This design comes from an exercise in tuning for small area, a short achievable clock period and few clock cycles per item on the open sky130 flow, not from production work. The RTL of this run was laid out without a check of its function. No activity file was given, so power comes from the tool's default toggle rates.

`flow/design.v`:
```
package ntt_barrett_modmul_pkg;
    typedef enum logic [1:0] {
        StUncfg,
        StCalc,
        StReady
    } state_e;
    localparam int unsigned PIPE_LAT = 4;
    function automatic integer mu_width(input integer w);
        mu_width = 2 * w;
    endfunction
    function automatic integer r_width(input integer w);
        r_width = w + 2;
    endfunction
endpackage
module barrett_mu_div #(
    parameter int unsigned W = 16
) (
    input  logic           clk,
    input  logic           reset,
    input  logic           start,
    input  logic [W-1:0]   q,
    output logic           busy,
    output logic           done,
    output logic [2*W-1:0] mu
);
    localparam int unsigned MUW = ntt_barrett_modmul_pkg::mu_width(W);
    localparam int unsigned CW  = $clog2(MUW + 1);
    logic           busy_q;
    logic [CW-1:0]  cnt_q;
    logic [W-1:0]   rem_q;
    logic [MUW-2:0] quo_q;
    logic [MUW-1:0] mu_q;
    logic [W:0]     rem_sh;
    logic [W:0]     rem_sub;
    logic           qbit;
    always_comb begin
        rem_sh  = {rem_q, (cnt_q == '0)};
        rem_sub = rem_sh - {1'b0, q};
        qbit    = (rem_sh >= {1'b0, q});
    end
    assign done = busy_q && (cnt_q == CW'(MUW));
    assign busy = busy_q;
    assign mu   = mu_q;
    always_ff @(posedge clk or negedge reset) begin
        if (!reset) begin
            busy_q <= 1'b0;
            cnt_q  <= '0;
            rem_q  <= '0;
            quo_q  <= '0;
            mu_q   <= '0;
        end else if (start) begin
            busy_q <= 1'b1;
            cnt_q  <= '0;
            rem_q  <= '0;
            quo_q  <= '0;
        end else if (busy_q) begin
            rem_q <= qbit ? W'(rem_sub) : W'(rem_sh);
            quo_q <= (MUW-1)'({quo_q, qbit});
            cnt_q <= cnt_q + CW'(1);
            if (done) begin
                busy_q <= 1'b0;
                mu_q   <= {quo_q, qbit};
            end
        end
    end
endmodule
module ntt_barrett_modmul #(
    parameter int unsigned W   = 16,
    parameter int unsigned PW  = 16,
    parameter int unsigned LAT = ntt_barrett_modmul_pkg::PIPE_LAT
) (
    input  logic          clk,
    input  logic          reset,
    input  logic          cfg_load,
    input  logic [W-1:0]  cfg_q,
    output logic          cfg_busy,
    output logic          cfg_err,
    output logic          cfg_ready,
    input  logic          in_valid,
    output logic          in_ready,
    input  logic [W-1:0]  in_a,
    input  logic [W-1:0]  in_w,
    input  logic [PW-1:0] in_pass,
    output logic          out_valid,
    input  logic          out_ready,
    output logic [W-1:0]  out_data,
    output logic [PW-1:0] out_pass
);
    localparam int unsigned MUW = ntt_barrett_modmul_pkg::mu_width(W);
    localparam int unsigned RW  = ntt_barrett_modmul_pkg::r_width(W);
    localparam int unsigned XMW = 2 * MUW;
    localparam int unsigned TQW = MUW + W;
    ntt_barrett_modmul_pkg::state_e         state_q;
    logic           cfg_err_q;
    logic           cfg_ready_q;
    logic [W-1:0]   mod_q;
    logic [MUW-1:0] mu_val;
    logic           div_busy;
    logic           div_done;
    logic [LAT-1:0] vld_q;
    logic [MUW-1:0] x1_q, x2_q, t2_q;
    logic [RW-1:0]  r3_q;
    logic [W-1:0]   data_q;
    logic [PW-1:0]  p1_q, p2_q, p3_q, pass_q;
    logic           advance;
    logic           pipe_empty;
    logic           cfg_ok;
    logic           fire;
    logic [XMW-1:0] xmu;
    logic [TQW-1:0] tq;
    logic [TQW-1:0] diff;
    logic [RW-1:0]  q_ext;
    logic [RW-1:0]  red1;
    logic [RW-1:0]  red2;
    barrett_mu_div #(
        .W (W)
    ) u_div (
        .clk   (clk),
        .reset (reset),
        .start (cfg_ok),
        .q     (mod_q),
        .busy  (div_busy),
        .done  (div_done),
        .mu    (mu_val)
    );
    always_comb begin
        advance    = !vld_q[LAT-1] || out_ready;
        pipe_empty = (vld_q == '0);
        cfg_ok     = cfg_load && (state_q != ntt_barrett_modmul_pkg::StCalc) && pipe_empty && (cfg_q >= W'(2));
        in_ready   = (state_q == ntt_barrett_modmul_pkg::StReady) && advance && !cfg_ok;
        fire       = in_valid && in_ready;
    end
    always_comb begin
        xmu   = XMW'(x1_q) * XMW'(mu_val);
        tq    = TQW'(t2_q) * TQW'(mod_q);
        diff  = TQW'(x2_q) - tq;
        q_ext = RW'(mod_q);
        red1  = (r3_q >= q_ext) ? (r3_q - q_ext) : r3_q;
        red2  = (red1 >= q_ext) ? (red1 - q_ext) : red1;
    end
    assign cfg_busy  = div_busy;
    assign cfg_err   = cfg_err_q;
    assign cfg_ready = cfg_ready_q;
    assign out_valid = vld_q[LAT-1];
    assign out_data  = data_q;
    assign out_pass  = pass_q;
    always_ff @(posedge clk or negedge reset) begin
        if (!reset) begin
            state_q     <= ntt_barrett_modmul_pkg::StUncfg;
            cfg_err_q   <= 1'b0;
            cfg_ready_q <= 1'b0;
            mod_q       <= '0;
        end else begin
            cfg_err_q <= cfg_load && !cfg_ok;
            case (state_q)
                ntt_barrett_modmul_pkg::StUncfg, ntt_barrett_modmul_pkg::StReady: begin
                    if (cfg_ok) begin
                        state_q     <= ntt_barrett_modmul_pkg::StCalc;
                        mod_q       <= cfg_q;
                        cfg_ready_q <= 1'b0;
                    end
                end
                ntt_barrett_modmul_pkg::StCalc: begin
                    if (div_done) begin
                        state_q     <= ntt_barrett_modmul_pkg::StReady;
                        cfg_ready_q <= 1'b1;
                    end
                end
                default: begin
                    state_q     <= ntt_barrett_modmul_pkg::StUncfg;
                    cfg_ready_q <= 1'b0;
                end
            endcase
        end
    end
    always_ff @(posedge clk or negedge reset) begin
        if (!reset) begin
            vld_q  <= '0;
            x1_q   <= '0;
            x2_q   <= '0;
            t2_q   <= '0;
            r3_q   <= '0;
            data_q <= '0;
            p1_q   <= '0;
            p2_q   <= '0;
            p3_q   <= '0;
            pass_q <= '0;
        end else if (advance) begin
            vld_q <= {vld_q[LAT-2:0], fire};
            if (fire) begin
                x1_q <= MUW'(in_a) * MUW'(in_w);
                p1_q <= in_pass;
            end
            if (vld_q[0]) begin
                x2_q <= x1_q;
                t2_q <= MUW'(xmu >> MUW);
                p2_q <= p1_q;
            end
            if (vld_q[1]) begin
                r3_q <= RW'(diff);
                p3_q <= p2_q;
            end
            if (vld_q[2]) begin
                data_q <= W'(red2);
                pass_q <= p3_q;
            end
        end
    end
endmodule
```
`flow/run.sh`:
```
#!/bin/bash
# synth_recipe.tcl (not shown) runs the flow's synth.tcl, then flattens the netlist and writes it again
# the make line also repeats each setting of config.mk as NAME=value (left out here)
make -C /OpenROAD-flow-scripts/flow DESIGN_CONFIG=/design/flow/config.mk WORK_HOME=/design/flow/orfs CLKGATE_MAP_FILE= SYNTH_SCRIPT=/design/flow/synth_recipe.tcl finish
```
`flow/config.mk`:
```
export PLATFORM = sky130hd
export DESIGN_NAME = ntt_barrett_modmul
export DESIGN_NICKNAME = ntt_barrett_modmul
export VERILOG_FILES = /design/flow/design.v
export SDC_FILE = /design/flow/constraint.sdc
export NUM_CORES = 4
export LEC_CHECK = 0
export CAP_MARGIN = 20
export CORE_MARGIN = 2
export CORE_UTILIZATION = 40
export SLEW_MARGIN = 20
```
`flow/constraint.sdc`:
```
create_clock -name core_clock -period 10.0 [get_ports {clk}]
set_input_delay 2.0000 -clock core_clock [delete_from_list [all_inputs] [get_ports {clk}]]
set_output_delay 2.0000 -clock core_clock [all_outputs]
set_load 0.01 [all_outputs]
```
==> impl_metrics.py <==
metrics = {
    "sta": {
        "slew_viol_final": 0,
        "fmax_mhz": 118.4,
        "rsz0062_at_grt": "no",
        "layout_min_cycle_time_ns": 8.448,
        "finalSetupViolCount": 0,
        "skew_ns": 0.02450,
        "fin_crit_sh": 0.8448,
        "hold_viol": 0,
        "setup_tns_ns": 0,
        "max-slew-margin-rel": 0.1926,
        "worst_pin_slew_ns": 1.211,
        "holdWs_ns": 0.4832,
    },
    "global_route": {
        "grt_remaining_overflow": 0,
        "antenna_found_initial": 3,
        "grt_pass1_vias": 41420,
        "grt_usage": 0.2068,
        "grt_pass1_wl_mm": 230.9,
        "grt_start_max_net_pins": 165,
    },
    "drt": {
        "vias": 37960,
        "viasPerCell": 5.070,
        "wl_met3_mm": 5.972,
        "drt_iter0_drc": 2208,
        "ant_nets": 0,
        "route.met2.wl_mm": 68.32,
        "drt_first_pass_iters": 5,
        "drt-met1-wl_mm": 62.11,
        "wl_mm": 139.7,
        "wl_per_cell_microns": 18.66,
        "top_layer": "met4",
        "drc_errors": 0,
    },
    "power_and_ir_drop": {
        "vdd_drop_max_mv": 0.3940,
        "leakage_nw": 29.71,
        "power.total_mw": 8.778,
        "power_density_mw_per_mm2": 149.5,
    },
    "synth": {
        "synthDistinctLibCells": 85,
        "synth_top_family_by_area": "adder cells",
        "muxShareOfSynthArea": 0.03707,
        "syn_avg_cell_area_sq_um": 9.541,
        "yosysWarnings": 2,
        "synth_compound_area_frac": 0.04900,
        "synth_edf_count": 0,
        "syn_nets": 7338,
        "synth_xor_area_frac": 0.02523,
        "netlist_instances": 5748,
        "ys.flop_type": "dfrtp_1",
        "synth-simple-area-share": 0.1619,
        "synth-async-reset-ratio": 1.000,
        "seq_area_frac_synth": 0.1255,
        "synth-seq-cells": 275,
        "syn_area_sq_mm": 0.05484,
        "synth_fa_ha_area_frac": 0.5017,
    },
    "layout": {
        "final_cells": 7487,
        "nNetsFinal": 7272,
        "drive_gt1_frac": 0.05679,
        "final_common_cell": "inv_1",
        "area_growth_pct": 7.097,
        "post-route-util": 0.4325,
        "final_cell_mix": "1,157 x inv_1, 1,130 x fa_1, 775 x and2_1, 719 x nand2_1, 391 x ha_1",
    },
    "worst_setup_path": {
        "slowest_stage": "dfrtp_1",
        "critPathMaxStageDelay_ns": 0.70,
        "cp.required_ns": 10.43,
        "path_cells": "buf_4 -> nand2_1 -> fa_1 -> fa_1 -> fa_1 -> fa_1 -> inv_1 -> fa_1 -> fa_1 -> fa_1 -> fa_1 -> ha_1 -> a2111oi_0 -> a22oi_1 -> a2111oi_2 -> o31ai_2 -> a21oi_2 -> a21oi_1 -> a31oi_1 -> xor2_1 -> o21ai_1",
        "path_class": "register to register",
        "cp_common_cell": "fa_1",
        "crit_path_end_kind": "register",
        "cp_max_fo": 24,
        "startpoint_type": "register",
        "critPathArrivalTime_ns": 8.88,
    },
    "cts": {
        "root_buffer": "clkbuf_16",
        "htree_num_levels": 1,
        "cts_sinks": 275,
        "cts-buffers-inserted": 30,
        "cts_tree": "built",
        "clk_path_buf_depth": 3,
        "clkTransAtPathRegs_ns": 0.06,
        "cts_hold_buf": 0,
        "cts_setup_buffers": 0,
        "cts_resized": 0,
        "clkLatencyLatePin_ns": 0.60,
    },
    "floorplan": {
        "ios": 106,
        "core_area_sq_mm": 0.1358,
        "rows": 135,
        "dieHeight_microns": 374.3,
        "die_area_sq_mm": 0.1401,
        "die_w_microns": 374.3,
        "initial_utilization": 0.4038,
    },
    "placement": {
        "dpl.hpwl_mm": 110.7,
        "place_congestion": 0.8892,
        "dp.cells": 7430,
        "port_buffers": 105,
    },
    "hold_path": {
        "hold_path.class": "register to register",
    },
    "run": {
        "cap_violations": 0,
    },
    "status": {
        "outcome": "no timing/DRC/antenna violations",
    },
}
stage by stage:
stage / area, sq um / setup slack [ns]
4_1_cts: 58700 / 1.494
3_3_place_gp: 57720 / 1.182
5_1_grt: 58730 / 1.094
6_report: 58740 / 1.552
3_5_place_dp: 57720 / 1.075
2_1_floorplan: 54840 / 2.179
routing by layer:
layer | global-route usage | up-vias
met3 | 0.01761 | 172
met5 | 0 | -
met4 | 0.04489 | 0
met1 | 0.2853 | 19940
met2 | 0.3544 | 786
li1 | - | 17060
final cells by class:
| type | instances | area, sq um |
|---|---|---|
| fillers | 13240 | 77070 |
| multi-input cells | 4023 | 42520 |
| flip-flops and latches | 275 | 6892 |
| inverters | 1158 | 4347 |
| well taps | 1781 | 2228 |
| repair buffers | 194 | 1769 |
| clock buffers | 39 | 855.8 |
| clock inverters | 16 | 123.9 |
| diodes | 1 | 2.502 |
cell families after synthesis:
group	count (synthesis)
adders and majority gates	1521
muxes	186
xor gates and xnor gates	158
AOI/OAI and AO/OA	408
DFF	275
and+or+nand+nor	1750
buffers and inverters	1450
registers in the layout, indices dropped and copies added, names as in the netlist:
register      count
mod_q            16
state_q           1
x2_q             18
vld_q             4
cfg_err_q         1
p3_q             16
t2_q             18
u_div.quo_q      31
u_div.busy_q      1
u_div.cnt_q       6
cfg_ready_q       1
p1_q             16
r3_q             18
u_div.mu_q       32
pass_q           16
x1_q             32
u_div.rem_q      16
data_q           16
p2_q             16
worst max-delay path, delay by kind of cell, from the launching register on:
kind            cells  cell delay, ns
compound gates      8            2.19
xor+xnor            1            0.20
fa+ha+maj           9            4.51
simple gates        1            0.15
buf+inv             2            0.52
flops               1            0.70
where the power goes:
part	internal, mW	switching, mW	leakage [nW]	total [mW]
Sequential	1.30	0.503	3.72	1.80
Combinational	2.39	3.46	25.5	5.85
Clock	0.630	0.499	0.489	1.13
Total	4.32	4.46	29.7	8.78
worst paths after layout:
kind	slack, ns	end	depth (start not counted)	startpoint
max	1.55	t2_q[15]	21	u_div.mu_q[8]
max in group asynchronous	6.97	u_div.mu_q[7]	2	reset
max reg2reg	1.55	t2_q[15]	21	u_div.mu_q[8]
min in group asynchronous	1.49	pass_q[8]	1	reset
min	0.48	data_q[4]	2	data_q[4]
min reg2reg	0.48	data_q[4]	2	data_q[4]
cell usage after synthesis, types with 10 or more instances:
cell / instances / area, sq um
mux2i_1: 49 / 490.5
o21bai_1: 10 / 75.07
ha_1: 391 / 4892
a31oi_1: 13 / 81.33
nor2b_1: 14 / 87.58
and2_1: 775 / 4848
o21a_1: 18 / 135.1
fa_1: 1130 / 22620
mux2_2: 137 / 1543
a21o_1: 53 / 397.9
clkbuf_1: 278 / 1044
nand2_1: 722 / 2710
o21ai_1: 28 / 140.1
nor3_1: 20 / 100.1
xor2_1: 51 / 446.7
nand3_1: 27 / 135.1
nand4_1: 19 / 118.9
a21oi_1: 92 / 460.4
nand2b_1: 19 / 118.9
nor2_1: 109 / 409.1
xnor2_1: 107 / 937.2
inv_1: 1157 / 4343
dfrtp_1: 275 / 6882
o21ai_0: 93 / 465.5
o31ai_1: 12 / 90.09
a211oi_1: 23 / 172.7

## separate check: timing with driven ports
Ports are ideal in the flow. The routed layout listed here was re-timed in OpenROAD.
Step 1 sets driving cells, clkbuf_16 on the clock port and buf_2 on the other inputs (assumed; they add their load-dependent delay and slew).
Step 2 moves the port delays by t, midway between the first and last clock arrival at a register: inputs arrive t later, outputs are due t later. That takes back most of the time a late clock gives input paths.
Slacks: ideal ports / drivers / drivers and shift; pairs: ideal ports / drivers.
t (ns): 0.631
setup slack, ns: 1.552 / 1.552 / 1.050
worst register clock-pin slew, ns: 0.07 / 0.07
worst slew at a driven data input, ns: 0.06
pins driven straight from the clock port: 1
After both steps this run still meets setup and hold. For this run, drivers alone change the setup slack by 0.000 ns; drivers and shift together by -0.502 ns.
